This design comes from an exercise in tuning for a short achievable clock period and few clock cycles per item on the open sky130 flow, not from production work.
RTL that was checked went through simulation tests only; none was proved equivalent to the original.
Power is estimated from default activity; no workload was simulated.

// a25_wishbone_master
module a25_wishbone_master
#(
    parameter int unsigned TIMEOUT_CYCLES = 256
) (
    input  logic         i_clk,
    input  logic         i_rst,
    input  logic         i_p0_valid,
    output logic         o_p0_accepted,
    input  logic         i_p0_write,
    input  logic [127:0] i_p0_wdata,
    input  logic [15:0]  i_p0_be,
    input  logic [31:0]  i_p0_addr,
    output logic [127:0] o_p0_rdata,
    output logic         o_p0_rdata_valid,
    input  logic         i_p1_valid,
    output logic         o_p1_accepted,
    input  logic         i_p1_write,
    input  logic [127:0] i_p1_wdata,
    input  logic [15:0]  i_p1_be,
    input  logic [31:0]  i_p1_addr,
    output logic [127:0] o_p1_rdata,
    output logic         o_p1_rdata_valid,
    input  logic         i_p2_valid,
    output logic         o_p2_accepted,
    input  logic         i_p2_write,
    input  logic [127:0] i_p2_wdata,
    input  logic [15:0]  i_p2_be,
    input  logic [31:0]  i_p2_addr,
    output logic [127:0] o_p2_rdata,
    output logic         o_p2_rdata_valid,
    output logic [31:0]  o_wb_adr,
    output logic [3:0]   o_wb_sel,
    output logic         o_wb_we,
    output logic [31:0]  o_wb_dat,
    input  logic [31:0]  i_wb_dat,
    output logic         o_wb_cyc,
    output logic         o_wb_stb,
    input  logic         i_wb_ack,
    input  logic         i_wb_err,
    output logic         o_bus_error
);
    localparam int unsigned QD  = 1;           
    localparam int unsigned QP  = 2;                 
    localparam int unsigned QW  = 3;                 
    localparam int unsigned HCW = 6;                 
    logic unused_cfg;
    function automatic logic [1:0] first_of(input logic [3:0] m);
        first_of = 2'd3;
        if (m[2]) first_of = 2'd2;
        if (m[1]) first_of = 2'd1;
        if (m[0]) first_of = 2'd0;
    endfunction
    assign unused_cfg = ^TIMEOUT_CYCLES;
    logic full_q;
    logic a0, a1, a2, acc;
    assign a2  = i_p2_valid & ~full_q;
    assign a1  = i_p1_valid & ~i_p2_valid & ~full_q;
    assign a0  = i_p0_valid & ~i_p1_valid & ~i_p2_valid & ~full_q;
  ...
clock: 5.0 ns
lec_check: 0
abc_clock_period_in_ps: 2200
cap_margin: 20
core_margin: 2
core_utilization: 50
setup_slack_margin: 2.6
slew_margin: 20
synth_hierarchical: 1
synth_minimum_keep_size: 0
tns_end_percent: 5
run.sh (not shown) runs the stock make flow with config.mk's settings and CLKGATE_MAP_FILE= SYNTH_SCRIPT=/design/flow/synth_recipe.tcl, a recipe that flattens the netlist after the stock synthesis.
The first run completed without violations.
Edit:
--- a/flow/design.v
+++ b/flow/design.v
@@ -319,42 +319,38 @@
             cyc_q <= 1'b0;
         end else if (bus_free) begin
             cyc_q <= (pop & (|h_mask)) | bypass;
         end
     end
     always_ff @(posedge i_clk) begin
         if (bus_free) begin
             adr_q     <= {h_addr, h_word};
             sel_q     <= h_sel;
             dat_q     <= h_dat;
             we_q      <= h_wr;
             cur_port  <= h_port;
+            cur_wdata <= h_wdata;
+            cur_be    <= h_be;
             rem_q     <= h_rem;
             last_q    <= (h_rem == '0);
             for (int unsigned p = 0; p < 3; p++) rf_q[p] <= ~h_wr & (h_rem == '0) & (h_port == 2'(p));
         end else if (beat_end && has_next) begin
             adr_q[3:2] <= n_word;
             sel_q      <= cur_be[{n_word, 2'b00} +: 4];
             dat_q      <= cur_wdata[{n_word, 5'd0} +: 32];
             rem_q      <= n_rem;
             last_q     <= (n_rem == '0);
             for (int unsigned p = 0; p < 3; p++) rf_q[p] <= ~we_q & (n_rem == '0) & (cur_port == 2'(p));
         end
     end
-    always_ff @(posedge i_clk) begin
-        if (!cyc_q || last_q) begin
-            cur_wdata <= h_wdata;
-            cur_be    <= h_be;
-        end
-    end
     logic [95:0]  line_q;
     logic [127:0] line_fin;
     logic [31:0]  beat_dat;
     logic         rd_last;
     assign beat_dat = i_wb_err ? '0 : i_wb_dat;
     assign rd_last  = beat_end & (|rf_q);
     always_ff @(posedge i_clk) begin
         for (int unsigned k = 0; k < 3; k++) begin
             if (beat_end && !we_q && (adr_q[3:2] == 2'(k))) line_q[32*k +: 32] <= beat_dat;
         end
     end
     function automatic logic [127:0] place(input logic [31:0] d, input logic [1:0] k);
What happened: The new run ran to the end with no violations; synthesized cell count stays flat; worst hold slack gets worse by 0.0077 ns; worst setup slack is better by 0.083 ns; combinational power is lower by about 10%; final cell count came out lower by 0.70%; sequential share of layout area rises by 0.43 points; cell area came out lower by 0.98%; global-route usage decreases by 0.84 points; total power went down by 4.8%; routed wire length drops by 3.1%; maximum frequency goes up by 3.1%; die area rose by 1.2%; core utilization falls by 1.7 points.
Testbench counts after the change, summed over its fixed seeds: cycles 28,076, requests 5,120.
The RTL of the first run of this note was laid out without a check of its function.

========
## lane 1
Another version of the RTL of a25_wishbone_master (not shown whole).
Size: roughly 4,500 cells after synthesis, ~1,000 flip-flops, about 1,000 I/O pins, about 49,000 µm² of cells after synthesis.
clock: 5.0 ns
lec_check: 0
abc_clock_period_in_ps: 2200
cap_margin: 20
core_margin: 2
core_utilization: 50
setup_slack_margin: 2.8
slew_margin: 20
synth_hierarchical: 1
synth_minimum_keep_size: 0
tns_end_percent: 100
standard.sh (not shown) runs the stock make flow with config.mk's settings and CLKGATE_MAP_FILE= SYNTH_SCRIPT=/design/flow/synth_recipe.tcl, a recipe that flattens the netlist after the stock synthesis.
==> flow/flow/run.sh <==
#!/bin/bash
# The standard layout (standard.sh), with two ORFS settings changed:
#  - port buffers are sky130_fd_sc_hd__buf_4 rather than the delay buffer
#    buffer_ports picks by default;
#  - the resizer may swap a cell for one of another footprint
#    (MATCH_CELL_FOOTPRINT=0), so those buffers and the gates can be sized
#    for timing before routing.
# Everything else, synthesis included, is the standard flow.
set -o pipefail
cp standard.sh standard.sh.txt
bash standard.sh MATCH_CELL_FOOTPRINT=0 "BUFFER_PORTS_ARGS=-buffer_cell sky130_fd_sc_hd__buf_4" finish > standard.log 2>&1
Testbench counts of lane 1, summed over its fixed seeds: cycles 28,076, requests 5,120.
Modified inputs, lane 2 compared to lane 1
--- a/flow/design.v
+++ b/flow/design.v
@@ -81,17 +81,17 @@
     output logic         o_wb_stb,
     input  logic         i_wb_ack,
     input  logic         i_wb_err,
     output logic         o_bus_error
 );
     localparam int unsigned QD  = 1;           
     localparam int unsigned QP  = 2;                 
     localparam int unsigned QW  = 3;                 
-    localparam int unsigned HCW = 6;                 
+    localparam int unsigned HCW = 7;                 
     logic unused_cfg;
     function automatic logic [1:0] first_of(input logic [3:0] m);
         first_of = 2'd3;
         if (m[2]) first_of = 2'd2;
         if (m[1]) first_of = 2'd1;
         if (m[0]) first_of = 2'd0;
     endfunction
     assign unused_cfg = ^TIMEOUT_CYCLES;
### Flow results
Per the comparison of lane 2 with lane 1, fraction of met2 tracks used by global routing dropped 1.4 points, number of DRC markers after the initial detailed-route iteration moved down, insertion delay to the later sink of the worst-skew pair dropped 0.03 ns, number of buffers inserted by post-CTS setup repair went up by 19%. Re signed area change from the synthesized netlist to the final layout: lane 1 was lower than lane 2. Side by side, number of enable flip-flop cells after synthesis turned out higher in lane 2 than in lane 1. Looking at clock network power share across lane 1 and lane 2, the one that comes out higher is lane 2. For the area of the die, lane 2 came in 380 µm² higher than lane 1 did.
Testbench counts of lane 2, summed over its fixed seeds: cycles 28,069, requests 5,120.

========
R:
a25_wishbone_master, a different RTL version from the one above (not shown whole).
For scale: ~1000 flip-flops, roughly 49000 µm² of cells after synthesis.
==> module a25_wb_accept, before the edit <==
module a25_wb_accept
(
    input  logic [2:0] valid,
    input  logic       room,
    output logic [2:0] accepted
);
    logic [1:0] n_take;    
    a25_wb_nand2 u_n0 (.a(valid[0]), .b(room), .y(n_take[0]));
    a25_wb_nand2 u_n1 (.a(valid[1]), .b(room), .y(n_take[1]));
    assign accepted[2] = valid[2] & room;
    assign accepted[1] = ~(valid[2] | n_take[1]);
    assign accepted[0] = ~(valid[2] | valid[1] | n_take[0]);
endmodule
==> module a25_wb_nand2, before the edit <==
module a25_wb_nand2
(
    input  logic a,
    input  logic b,
    output logic y
);
    assign y = ~(a & b);
endmodule
Settings: LEC_CHECK=0, ABC_CLOCK_PERIOD_IN_PS=2200, CAP_MARGIN=20, CORE_MARGIN=2, CORE_UTILIZATION=50, SETUP_SLACK_MARGIN=2.6, SLEW_MARGIN=20, SYNTH_HIERARCHICAL=1, SYNTH_MINIMUM_KEEP_SIZE=0, TNS_END_PERCENT=100; clock period 5.0 ns.
Scripts as last shown in full above: flow/flow/run.sh
Testbench counts of R, summed over its fixed seeds: cycles 28,069, requests 5,120.
For T, these inputs were changed with respect to R:
-- flow/design.v --
<<< R, line 38
    output logic [2:0] accepted
);
    logic [1:0] n_take;    
    a25_wb_nand2 u_n0 (.a(valid[0]), .b(room), .y(n_take[0]));
    a25_wb_nand2 u_n1 (.a(valid[1]), .b(room), .y(n_take[1]));
    assign accepted[2] = valid[2] & room;
    assign accepted[1] = ~(valid[2] | n_take[1]);
    assign accepted[0] = ~(valid[2] | valid[1] | n_take[0]);
endmodule
module a25_wb_nand2
(
    input  logic a,
    input  logic b,
    output logic y
);
    assign y = ~(a & b);
endmodule
import a25_wb_pkg::*;
>>> T, line 38
    output logic [2:0] accepted
);
    assign accepted[2] = valid[2] & room;
    assign accepted[1] = valid[1] & ~valid[2] & room;
    assign accepted[0] = valid[0] & ~valid[1] & ~valid[2] & room;
endmodule
import a25_wb_pkg::*;
--- outcome ---
- Every stage of the flow completed for T, and the final layout passed the timing, DRC and antenna checks.
- Post-route total power: T vs R up about 0.8%
- T vs. R: register fraction of the total cell area went down by 0.31 points.
- | cell depth of the worst flop-to-flop path | higher: T |
- Comparing the two runs side by side, T comes out behind R on tightest hold margin.
- Summary of T over R: peak supply drop moved down; instance count of the mapped netlist level; global-route usage level.
- Power drawn by the clock network (T vs. R) increases slightly
- On routed via count divided by cell count, T and R are basically level.
- Diff R -> T | portion of total power attributed to the clock network | increase of 0.2 points
- Comparing T with R, the number of failing hold endpoints at the final stage came out essentially unchanged.
- T: share of the clock period used by the worst path 1.4 points above R
- T: fraction of standard cell area in multi-input logic is 0.23 points lower than what R reported.
- Compared with R, T shows post-layout minimum cycle time higher by 0.070 ns.
Testbench counts of T, summed over its fixed seeds: cycles 28,069, requests 5,120.

========
a25_wishbone_master with an RTL version that a note above also has.
Size in the first run: roughly 4,500 cells after synthesis, ~1,000 flip-flops, ~0.049 mm² of cells after synthesis.
Settings: LEC_CHECK=0, ABC_CLOCK_PERIOD_IN_PS=2200, CAP_MARGIN=20, CORE_MARGIN=2, CORE_UTILIZATION=50, SETUP_SLACK_MARGIN=2.6, SLEW_MARGIN=20, SYNTH_HIERARCHICAL=1, SYNTH_MINIMUM_KEEP_SIZE=0, TNS_END_PERCENT=100; clock period 5.0 ns.
Scripts as last shown in full above: flow/flow/run.sh
The first run completed with no timing, DRC or antenna violations.
Testbench counts at the start, summed over its fixed seeds: cycles 28,076, requests 5,120.
Then changed:
--- a/flow/design.v
+++ b/flow/design.v
@@ -200,17 +200,19 @@
     logic [3:0]    q_mask  [QD];
     logic [QP-1:0] wp_q, rp_q;
     logic [QW-1:0] cnt_q;
     logic          empty_q;
     logic         cyc_q;
     logic [31:2]  adr_q;
     logic [3:0]   sel_q;
     logic         we_q;
-    logic [31:0]  dat_q;
+    logic [31:0]  dat_q;       
+    logic [31:0]  dat_b_q;     
+    logic         dsel_q;      
     logic [1:0]   cur_port;
     logic [127:0] cur_wdata;
     logic [15:0]  cur_be;
     logic [3:0]   rem_q;       
     logic         last_q;      
     logic [2:0]   rf_q;        
     logic beat_end, has_next, bus_free, pop, bypass, push_q;
     assign beat_end = cyc_q & (i_wb_ack | i_wb_err);
@@ -271,16 +273,17 @@
     logic [1:0]   h_port;
     logic         h_wr;
     logic [127:0] h_wdata;
     logic [15:0]  h_be;
     logic [31:4]  h_addr;
     logic [3:0]   h_mask;
     logic [1:0]   h_word;
     logic [127:0] hq_wdata;
+    logic [31:0]  hq_dat;
     logic [15:0]  hq_be;
     logic [3:0]   h_sel;
     logic [31:0]  h_dat;
     logic [1:0]   n_word;
     logic [1:0]   q_word;
     always_comb begin
         h_port  = q_port[0];
         h_wr    = q_wr[0];
@@ -299,16 +302,17 @@
             end
         end
         hq_wdata = h_wdata;
         hq_be    = h_be;
         q_word = first_of(h_mask);
         h_word = q_word;
         h_sel  = h_be[{q_word, 2'b00} +: 4];
         h_dat  = h_wdata[{q_word, 5'd0} +: 32];
+        hq_dat = h_dat;
         if (empty_q) begin
             h_port  = win_port;
             h_wr    = win_write;
             h_wdata = win_wdata;
             h_be    = win_be;
             h_addr  = win_addr[31:4];
             h_mask  = win_mask;
             h_word  = win_first;
@@ -326,31 +330,38 @@
         end else if (bus_free) begin
             cyc_q <= bypass ? win_nz : (pop & (|h_mask));
         end
     end
     always_ff @(posedge i_clk) begin
         if (bus_free) begin
             adr_q     <= {h_addr, h_word};
             sel_q     <= h_sel;
-            dat_q     <= h_dat;
+            dat_q     <= hq_dat;
             we_q      <= h_wr;
             cur_port  <= h_port;
             rem_q     <= h_rem;
             last_q    <= (h_rem == '0);
             for (int unsigned p = 0; p < 3; p++) rf_q[p] <= ~h_wr & (h_rem == '0) & (h_port == 2'(p));
         end else if (beat_end && has_next) begin
             adr_q[3:2] <= n_word;
             sel_q      <= nb_be[{n_word, 2'b00} +: 4];
             dat_q      <= nb_wdata[{n_word, 5'd0} +: 32];
             rem_q      <= n_rem;
             last_q     <= (n_rem == '0);
             for (int unsigned p = 0; p < 3; p++) rf_q[p] <= ~we_q & (n_rem == '0) & (cur_port == 2'(p));
         end
     end
+    always_ff @(posedge i_clk or posedge i_rst) begin
+        if (i_rst)                              dsel_q <= 1'b0;
+        else if (bus_free || (beat_end && has_next)) dsel_q <= bypass;
+    end
+    always_ff @(posedge i_clk) begin
+        if (!dsel_q || !cyc_q || beat_end) dat_b_q <= win_dat;
+    end
     logic          byp_q;
     logic [QP-1:0] byp_slot_q;
     logic [127:0]  bq_wdata, nb_wdata;
     logic [15:0]   bq_be, nb_be;
     always_comb begin
         bq_wdata = q_wdata[0];
         bq_be    = q_be[0];
         for (int unsigned i = 1; i < QD; i++) begin
@@ -493,17 +504,17 @@
             pend2_word <= adr_q[3:2];
         end
     end
     assign o_wb_cyc = cyc_q;
     assign o_wb_stb = cyc_q;
     assign o_wb_adr = {adr_q, 2'b00};
     assign o_wb_sel = sel_q;
     assign o_wb_we  = we_q;
-    assign o_wb_dat = dat_q;
+    assign o_wb_dat = dsel_q ? dat_b_q : dat_q;
     assign o_bus_error = bus_error_q;
     assign o_p0_rdata_valid = rv_q[0];
     assign o_p1_rdata_valid = rv_q[1];
     assign o_p2_rdata_valid = rv_q[2];
     assign o_p0_rdata = rdata_q[0];
     assign o_p1_rdata = rdata_q[1];
     assign o_p2_rdata = rdata_q[2];
 endmodule
Outcome:
- The changed run finished clean
- final cell count barely changes
- global-route usage drops by 2.8 points
- combinational power decreases by about 3%
- critical path depth does not change
- maximum frequency is lower by 12%
- final area goes up by 1.1%
Only the layout flow was run in the second run of this note; the RTL was not checked for function there.

==> afterwards: timing with drivers on the ports <==
The flow's constraints put no driver on any port. The routed layouts listed below were extracted and timed again, unchanged, in two steps.
Step 1 sets driving cells, clkbuf_16 on the clock port and buf_2 on the other inputs (assumed; they add their load-dependent delay and slew).
Step 2 also shifts input and output timing later by t, the mid clock arrival at the registers, as if the neighbouring blocks saw the same clock.
Slacks: ideal / step 1 / step 2; pairs: ideal / step 1.
| run | shift t [ns] | setup slack, ns | worst hold slack (ns) | latest minus earliest clock arrival (ns) | slew at the worst register clock pin (ns) |
|---|---|---|---|---|---|
| the first run of note 1 | 0.754 | 2.298 / 2.208 / 1.577 | 0.464 / 0.464 / 0.464 | 0.038 / 0.038 | 0.07 / 0.07 |
| the second run of note 1 | 0.778 | 2.380 / 2.300 / 1.538 | 0.456 / 0.456 / 0.456 | 0.027 / 0.027 | 0.07 / 0.07 |
| lane 1 | 0.782 | 2.429 / 2.256 / 1.805 | 0.371 / 0.312 / 0.442 | 0.041 / 0.041 | 0.07 / 0.07 |
| lane 2 | 0.764 | 2.455 / 2.172 / 1.665 | 0.383 / 0.320 / 0.460 | 0.030 / 0.031 | 0.07 / 0.07 |
| R | 0.754 | 2.520 / 2.332 / 1.746 | 0.463 / 0.418 / 0.463 | 0.033 / 0.033 | 0.06 / 0.06 |
| T | 0.752 | 2.451 / 2.233 / 1.688 | 0.438 / 0.438 / 0.438 | 0.055 / 0.054 | 0.07 / 0.07 |
| the first run of note 4 | 0.774 | 2.436 / 2.232 / 1.746 | 0.339 / 0.291 / 0.458 | 0.037 / 0.038 | 0.07 / 0.07 |
| the second run of note 4 | 0.770 | 2.072 / 1.989 / 1.561 | 0.346 / 0.285 / 0.446 | 0.029 / 0.029 | 0.07 / 0.07 |
After both steps setup and hold are still met in every run listed. The setup slack of the second run of note 1, which loses most, moves by -0.080 ns with the drivers and by -0.842 ns with both steps.
